Background: an optimization exercise with open tools, aiming at small area and a short achievable clock period. Do not read the settings as production practice.

==> flow/design.v <==
package lrm_pkg;
    localparam int unsigned DATA_W    = 8;
    localparam int unsigned SAMPLE_W  = 17;
    localparam int unsigned RESULT_W  = 25;
    localparam int unsigned CYCLE_W   = 32;
    localparam int unsigned X_MSB     = 16;
    localparam int unsigned Y_MSB     = 8;
    localparam int unsigned PRED_BIT  = 0;
    localparam int unsigned MIN_TRAIN = 2;
    localparam logic [1:0] ST_IDLE   = 2'd0;
    localparam logic [1:0] ST_STREAM = 2'd1;
    localparam logic [1:0] ST_DRAIN  = 2'd2;
    typedef struct packed {
        logic              fit_ok;
        logic [DATA_W-1:0] yp;
        logic [DATA_W-1:0] a;
        logic [DATA_W-1:0] b;
    } result_t;
endpackage
module lrm_sync_fifo #(
    parameter int unsigned WIDTH = 17,
    parameter int unsigned DEPTH = 62
) (
    input  logic             clk,
    input  logic             we,
    input  logic [DEPTH-1:0] wsel,
    input  logic [WIDTH-1:0] din,
    input  logic [DEPTH-1:0] rsel,
    output logic [WIDTH-1:0] dout
);
    logic [WIDTH-1:0] mem [DEPTH];
    always_ff @(posedge clk) begin
        for (int i = 0; i < DEPTH; i++) begin
            if (we && wsel[i]) begin
                mem[i] <= din;
            end
        end
    end
    always_comb begin
        dout = '0;
        for (int i = 0; i < DEPTH; i++) begin
            dout = dout | (mem[i] & {WIDTH{rsel[i]}});
        end
    end
endmodule
module lrm_sample_feeder #(
    parameter int unsigned DEPTH     = 64,
    parameter int unsigned RES_DEPTH = 8
) (
    input  logic                 CLK,
    input  logic                 RESET_N,
    input  logic                 START,
    input  logic                 WR_EN,
    input  logic [lrm_pkg::SAMPLE_W-1:0]  WR_DATA,
    output logic                 FULL,
    input  logic                 LRM_READY,
    output logic [lrm_pkg::DATA_W-1:0]    LRM_XI,
    output logic [lrm_pkg::DATA_W-1:0]    LRM_YI,
    output logic                 LRM_PREDICT,
    output logic                 LRM_VALID,
    input  logic                 LRM_DONE,
    input  logic [lrm_pkg::DATA_W-1:0]    LRM_YP,
    input  logic [lrm_pkg::DATA_W-1:0]    LRM_A,
    input  logic [lrm_pkg::DATA_W-1:0]    LRM_B,
    input  logic                 RD_EN,
    output logic [lrm_pkg::RESULT_W-1:0]  RD_DATA,
    output logic                 RES_EMPTY,
    output logic [lrm_pkg::DATA_W-1:0]    TRAIN_CNT,
    output logic [lrm_pkg::DATA_W-1:0]    OUTSTANDING,
    output logic [lrm_pkg::CYCLE_W-1:0]   CYCLES,
    output logic                 BUSY,
    output logic                 FINISHED,
    output logic                 ERR
);
    localparam int unsigned SW  = lrm_pkg::SAMPLE_W;
    localparam int unsigned RW  = lrm_pkg::RESULT_W;
    localparam int unsigned SMD = DEPTH - 2;        
    localparam int unsigned RMD = RES_DEPTH - 1;    
    localparam int unsigned SCW = $clog2(DEPTH + 1);
    localparam int unsigned RCW = $clog2(RES_DEPTH + 1);
    logic stream;                  
    logic stream_next, busy_next, finished_next;
    logic s_empty;                 
    logic r_full;                  
    logic out_zero;
    assign out_zero = (OUTSTANDING == '0);
    always_comb begin
        stream_next   = (!BUSY && START) || (stream && !s_empty);
        finished_next = BUSY && !stream && out_zero && !LRM_DONE;
        busy_next     = (!BUSY && START) || stream || (BUSY && !finished_next);
    end
    always_ff @(posedge CLK or negedge RESET_N) begin
        if (!RESET_N) begin
            stream   <= 1'b0;
            BUSY     <= 1'b0;
            FINISHED <= 1'b0;
            ERR      <= 1'b0;
        end else begin
            stream   <= stream_next;
            BUSY     <= busy_next;
            FINISHED <= finished_next;
            if ((WR_EN && FULL) || (LRM_DONE && r_full)) begin
                ERR <= 1'b1;
            end
        end
    end
    logic [SCW-1:0] s_cnt;
    logic [SW-1:0]  s_h, s_n, s_mhead;
    logic [7:0]     s_wgrp, s_wslot;
    logic [SMD-1:0] s_wsel;
    logic [SMD-1:0] s_rsel;        
    logic           s_push, s_pop, s_mwe;
    logic           s_ge2, s_ge3;
    logic           s_empty_next, s_full_next, valid_next;
    logic [SW-1:0]  s_h_next;
    assign s_push = WR_EN && !FULL;
    assign s_pop  = LRM_VALID && LRM_READY;
    assign s_ge2  = (s_cnt >= SCW'(2));
    assign s_ge3  = (s_cnt >= SCW'(3));
    assign s_mwe  = s_push && (s_ge3 || (s_ge2 && !s_pop));    
    lrm_sync_fifo #(
        .WIDTH (SW),
        .DEPTH (SMD)
    ) u_sample_mem (
        .clk  (CLK),
        .we   (s_push),
        .wsel (s_wsel),
        .din  (WR_DATA),
        .rsel (s_rsel),
        .dout (s_mhead)
    );
    always_comb begin
        for (int i = 0; i < SMD; i++) begin
            s_wsel[i] = s_wgrp[i / 8] && s_wslot[i % 8];
        end
    end
    always_comb begin
        if (s_pop) begin
            s_h_next     = s_ge2 ? s_n : WR_DATA;
            s_empty_next = !s_ge2 && !s_push;
        end else begin
            s_h_next     = s_empty ? WR_DATA : s_h;
            s_empty_next = s_empty && !s_push;
        end
        s_full_next = s_pop ? 1'b0 : (FULL || (s_cnt == SCW'(DEPTH - 1) && s_push));
        valid_next  = stream_next && !s_empty_next;
    end
    always_ff @(posedge CLK) begin
        s_h <= s_h_next;
        if (s_pop) begin
            s_n <= s_ge3 ? s_mhead : WR_DATA;
        end else if (!s_ge2) begin
            s_n <= WR_DATA;
        end
    end
    always_ff @(posedge CLK or negedge RESET_N) begin
        if (!RESET_N) begin
            s_cnt       <= '0;
            s_wgrp      <= 8'd1;
            s_wslot     <= 8'd1;
            s_rsel      <= SMD'(1);
            s_empty     <= 1'b1;
            FULL        <= 1'b0;
            LRM_VALID   <= 1'b0;
            LRM_XI      <= '0;
            LRM_YI      <= '0;
            LRM_PREDICT <= 1'b0;
        end else begin
            case ({s_push, s_pop})
                2'b10:   s_cnt <= s_cnt + SCW'(1);
                2'b01:   s_cnt <= s_cnt - SCW'(1);
                default: s_cnt <= s_cnt;
            endcase
            if (s_mwe) begin
                if (s_wgrp[(SMD - 1) / 8] && s_wslot[(SMD - 1) % 8]) begin
                    s_wgrp  <= 8'd1;
                    s_wslot <= 8'd1;
                end else begin
                    s_wslot <= {s_wslot[6:0], s_wslot[7]};
                    if (s_wslot[7]) begin
                        s_wgrp <= {s_wgrp[6:0], s_wgrp[7]};
                    end
                end
            end
            if (s_pop && s_ge3) begin
                s_rsel <= {s_rsel[SMD-2:0], s_rsel[SMD-1]};
            end
            s_empty   <= s_empty_next;
            FULL      <= s_full_next;
            LRM_VALID <= valid_next;
            {LRM_XI, LRM_YI, LRM_PREDICT} <= valid_next ? s_h_next : '0;
        end
    end
    logic [RCW-1:0] r_cnt;
    logic [RW-1:0]  r_din, r_mhead;
    logic [RMD-1:0] r_wsel;        
    logic [RMD-1:0] r_rsel;        
    logic           r_push, r_pop, r_mwe, r_ge2;
    logic           fit_ok_c;
    assign fit_ok_c = (TRAIN_CNT >= lrm_pkg::DATA_W'(lrm_pkg::MIN_TRAIN));
    assign r_din    = {fit_ok_c, LRM_YP, LRM_A, LRM_B};
    assign r_push   = LRM_DONE && !r_full;
    assign r_pop    = RD_EN && !RES_EMPTY;
    assign r_ge2    = (r_cnt >= RCW'(2));
    assign r_mwe    = r_push && (r_ge2 || (!RES_EMPTY && !r_pop));
    lrm_sync_fifo #(
        .WIDTH (RW),
        .DEPTH (RMD)
    ) u_result_mem (
        .clk  (CLK),
        .we   (r_push),
        .wsel (r_wsel),
        .din  (r_din),
        .rsel (r_rsel),
        .dout (r_mhead)
    );
    always_ff @(posedge CLK or negedge RESET_N) begin
        if (!RESET_N) begin
            r_cnt     <= '0;
            r_wsel    <= RMD'(1);
            r_rsel    <= RMD'(1);
            RES_EMPTY <= 1'b1;
            r_full    <= 1'b0;
            RD_DATA   <= '0;
        end else begin
            case ({r_push, r_pop})
                2'b10:   r_cnt <= r_cnt + RCW'(1);
                2'b01:   r_cnt <= r_cnt - RCW'(1);
                default: r_cnt <= r_cnt;
            endcase
            if (r_mwe) begin
                r_wsel <= {r_wsel[RMD-2:0], r_wsel[RMD-1]};
            end
            if (r_pop && r_ge2) begin
                r_rsel <= {r_rsel[RMD-2:0], r_rsel[RMD-1]};
            end
            if (r_pop) begin
                RES_EMPTY <= !r_ge2 && !r_push;
                r_full    <= 1'b0;
                if (r_ge2) begin
                    RD_DATA <= r_mhead;
                end else begin
                    RD_DATA <= r_push ? r_din : '0;
                end
            end else begin
                RES_EMPTY <= RES_EMPTY && !r_push;
                r_full    <= r_full || (r_cnt == RCW'(RES_DEPTH - 1) && r_push);
                if (RES_EMPTY) begin
                    RD_DATA <= r_push ? r_din : '0;
                end
            end
        end
    end
    always_ff @(posedge CLK or negedge RESET_N) begin
        if (!RESET_N) begin
            CYCLES      <= '0;
            TRAIN_CNT   <= '0;
            OUTSTANDING <= '0;
        end else if (!BUSY && START) begin
            CYCLES      <= '0;
            TRAIN_CNT   <= '0;
            OUTSTANDING <= '0;
        end else begin
            if (BUSY) begin
                CYCLES <= CYCLES + lrm_pkg::CYCLE_W'(1);
            end
            if (s_pop && !s_h[0] && (TRAIN_CNT != {lrm_pkg::DATA_W{1'b1}})) begin
                TRAIN_CNT <= TRAIN_CNT + lrm_pkg::DATA_W'(1);
            end
            case ({s_pop && s_h[0], LRM_DONE})
                2'b10: OUTSTANDING <= OUTSTANDING + lrm_pkg::DATA_W'(1);
                2'b01: begin
                    if (!out_zero) begin
                        OUTSTANDING <= OUTSTANDING - lrm_pkg::DATA_W'(1);
                    end
                end
                default: begin
                end
            endcase
        end
    end
endmodule
==> flow/config.mk <==
export PLATFORM = sky130hd
export DESIGN_NAME = lrm_sample_feeder
export DESIGN_NICKNAME = lrm_sample_feeder
export VERILOG_FILES = /design/flow/design.v
export SDC_FILE = /design/flow/constraint.sdc
export NUM_CORES = 4
export LEC_CHECK = 0
export CAP_MARGIN = 20
export CORE_MARGIN = 2
export CORE_UTILIZATION = 40
export CTS_CLUSTER_DIAMETER = 120
export CTS_CLUSTER_SIZE = 25
export PLACE_DENSITY = 0.6
export SETUP_SLACK_MARGIN = 2.7
export SLEW_MARGIN = 20
export TNS_END_PERCENT = 100
==> flow/constraint.sdc <==
create_clock -name core_clock -period 5.0 [get_ports {CLK}]
set_input_delay 1.0000 -clock core_clock [delete_from_list [all_inputs] [get_ports {CLK}]]
set_output_delay 1.0000 -clock core_clock [all_outputs]
set_load 0.01 [all_outputs]
standard.sh (not shown) runs the stock make flow with config.mk's settings and CLKGATE_MAP_FILE= SYNTH_SCRIPT=/design/flow/synth_recipe.tcl, a recipe that flattens the netlist after the stock synthesis.
==> flow/flow/run.sh <==
#!/bin/bash
# The standard layout with three changes: plain buffers (buf_2) on the ports
# instead of the delay buffer buffer_ports picks by default, and timing repair
# free to change a cell's footprint while it resizes.
set -euo pipefail
bash standard.sh BUFFER_PORTS_ARGS="-buffer_cell sky130_fd_sc_hd__buf_2" MATCH_CELL_FOOTPRINT=0 finish > standard_flow.log 2>&1
Next try:
--- a/flow/design.v
+++ b/flow/design.v
@@ -19,14 +19,15 @@
 endpackage
 module lrm_sync_fifo #(
     parameter int unsigned WIDTH = 17,
-    parameter int unsigned DEPTH = 62
+    parameter int unsigned DEPTH = 62,
+    parameter int unsigned BANKS = 1
 ) (
     input  logic             clk,
     input  logic             we,
     input  logic [DEPTH-1:0] wsel,
     input  logic [WIDTH-1:0] din,
     input  logic [DEPTH-1:0] rsel,
-    output logic [WIDTH-1:0] dout
+    output logic [BANKS*WIDTH-1:0] dout
 );
     logic [WIDTH-1:0] mem [DEPTH];
     always_ff @(posedge clk) begin
@@ -39,7 +40,8 @@
     always_comb begin
         dout = '0;
         for (int i = 0; i < DEPTH; i++) begin
-            dout = dout | (mem[i] & {WIDTH{rsel[i]}});
+            dout[(i % BANKS) * WIDTH +: WIDTH] = dout[(i % BANKS) * WIDTH +: WIDTH] |
+                                                 (mem[i] & {WIDTH{rsel[i]}});
         end
     end
 endmodule
@@ -106,12 +108,18 @@
     end
     logic [SCW-1:0] s_cnt;
     logic [SW-1:0]  s_h, s_n, s_mhead;
+    logic [2*SW-1:0] s_port_d;     
+    logic [SW-1:0]  s_port_e, s_port_o;    
+    logic [SW-1:0]  s_last;        
+    logic           s_last_hit;    
+    logic           s_hodd;        
     logic [7:0]     s_wgrp, s_wslot;
     logic [SMD-1:0] s_wsel;
     logic [SMD-1:0] s_rsel;        
     logic           s_push, s_pop, s_mwe;
     logic           s_ge2, s_ge3;
     logic           s_empty_next, s_full_next, valid_next;
+    logic [SCW-1:0] s_cnt_next;
     logic [SW-1:0]  s_h_next;
     assign s_push = WR_EN && !FULL;
     assign s_pop  = LRM_VALID && LRM_READY;
@@ -120,14 +128,15 @@
     assign s_mwe  = s_push && (s_ge3 || (s_ge2 && !s_pop));    
     lrm_sync_fifo #(
         .WIDTH (SW),
-        .DEPTH (SMD)
+        .DEPTH (SMD),
+        .BANKS (2)
     ) u_sample_mem (
         .clk  (CLK),
         .we   (s_push),
         .wsel (s_wsel),
         .din  (WR_DATA),
         .rsel (s_rsel),
-        .dout (s_mhead)
+        .dout (s_port_d)
     );
     always_comb begin
         for (int i = 0; i < SMD; i++) begin
@@ -142,10 +151,20 @@
             s_h_next     = s_empty ? WR_DATA : s_h;
             s_empty_next = s_empty && !s_push;
         end
+        case ({s_push, s_pop})
+            2'b10:   s_cnt_next = s_cnt + SCW'(1);
+            2'b01:   s_cnt_next = s_cnt - SCW'(1);
+            default: s_cnt_next = s_cnt;
+        endcase
         s_full_next = s_pop ? 1'b0 : (FULL || (s_cnt == SCW'(DEPTH - 1) && s_push));
         valid_next  = stream_next && !s_empty_next;
     end
+    assign s_mhead = s_last_hit ? s_last : (s_hodd ? s_port_o : s_port_e);
     always_ff @(posedge CLK) begin
+        s_port_e   <= s_port_d[0 +: SW];
+        s_port_o   <= s_port_d[SW +: SW];
+        s_last     <= WR_DATA;
+        s_last_hit <= s_mwe && (s_cnt_next == SCW'(3));
         s_h <= s_h_next;
         if (s_pop) begin
             s_n <= s_ge3 ? s_mhead : WR_DATA;
@@ -158,7 +177,8 @@
             s_cnt       <= '0;
             s_wgrp      <= 8'd1;
             s_wslot     <= 8'd1;
-            s_rsel      <= SMD'(1);
+            s_rsel      <= SMD'(3);
+            s_hodd      <= 1'b0;
             s_empty     <= 1'b1;
             FULL        <= 1'b0;
             LRM_VALID   <= 1'b0;
@@ -166,11 +186,7 @@
             LRM_YI      <= '0;
             LRM_PREDICT <= 1'b0;
         end else begin
-            case ({s_push, s_pop})
-                2'b10:   s_cnt <= s_cnt + SCW'(1);
-                2'b01:   s_cnt <= s_cnt - SCW'(1);
-                default: s_cnt <= s_cnt;
-            endcase
+            s_cnt <= s_cnt_next;
             if (s_mwe) begin
                 if (s_wgrp[(SMD - 1) / 8] && s_wslot[(SMD - 1) % 8]) begin
                     s_wgrp  <= 8'd1;
@@ -184,6 +200,7 @@
             end
             if (s_pop && s_ge3) begin
                 s_rsel <= {s_rsel[SMD-2:0], s_rsel[SMD-1]};
+                s_hodd <= !s_hodd;
             end
             s_empty   <= s_empty_next;
             FULL      <= s_full_next;
Effect: Die area rises by 3.0%. Wire length went down by 14%. Setup slack loses 110 ps. Cell count increases by 0.77%. Via count falls by 5.2%.
No functional check of the RTL was part of any run of this note.

[port drivers added, routing unchanged]
Ports are ideal in the flow. The routed layouts listed here were re-timed in OpenROAD. Step 1, drivers: a clkbuf_16 drives CLK and a buf_2 each remaining input, both assumed. Step 2 adds t to the input delays and takes it off the output delays; t is the mean of the earliest and latest rising clock arrival at the registers after step 1. Input paths then give back, and output paths get back, about the clock's delay inside the block. Three values: no drivers, after step 1, after step 2; two values: the first two.
| run | t, ns | setup slack, ns | hold WS [ns] | worst slew at a driven data input, ns | pins driven straight from the clock port |
|---|---|---|---|---|---|
| the first run | 0.777 | 2.587 / 2.514 / 1.858 | 0.298 / 0.275 / 0.468 | 0.09 | 1 |
| the second run | 0.754 | 2.479 / 2.402 / 1.749 | 0.342 / 0.317 / 0.481 | 0.12 | 1 |
After both steps setup and hold are still met in every run listed. The setup slack of the second run, which loses most, moves by -0.077 ns with the drivers and by -0.730 ns with both steps.
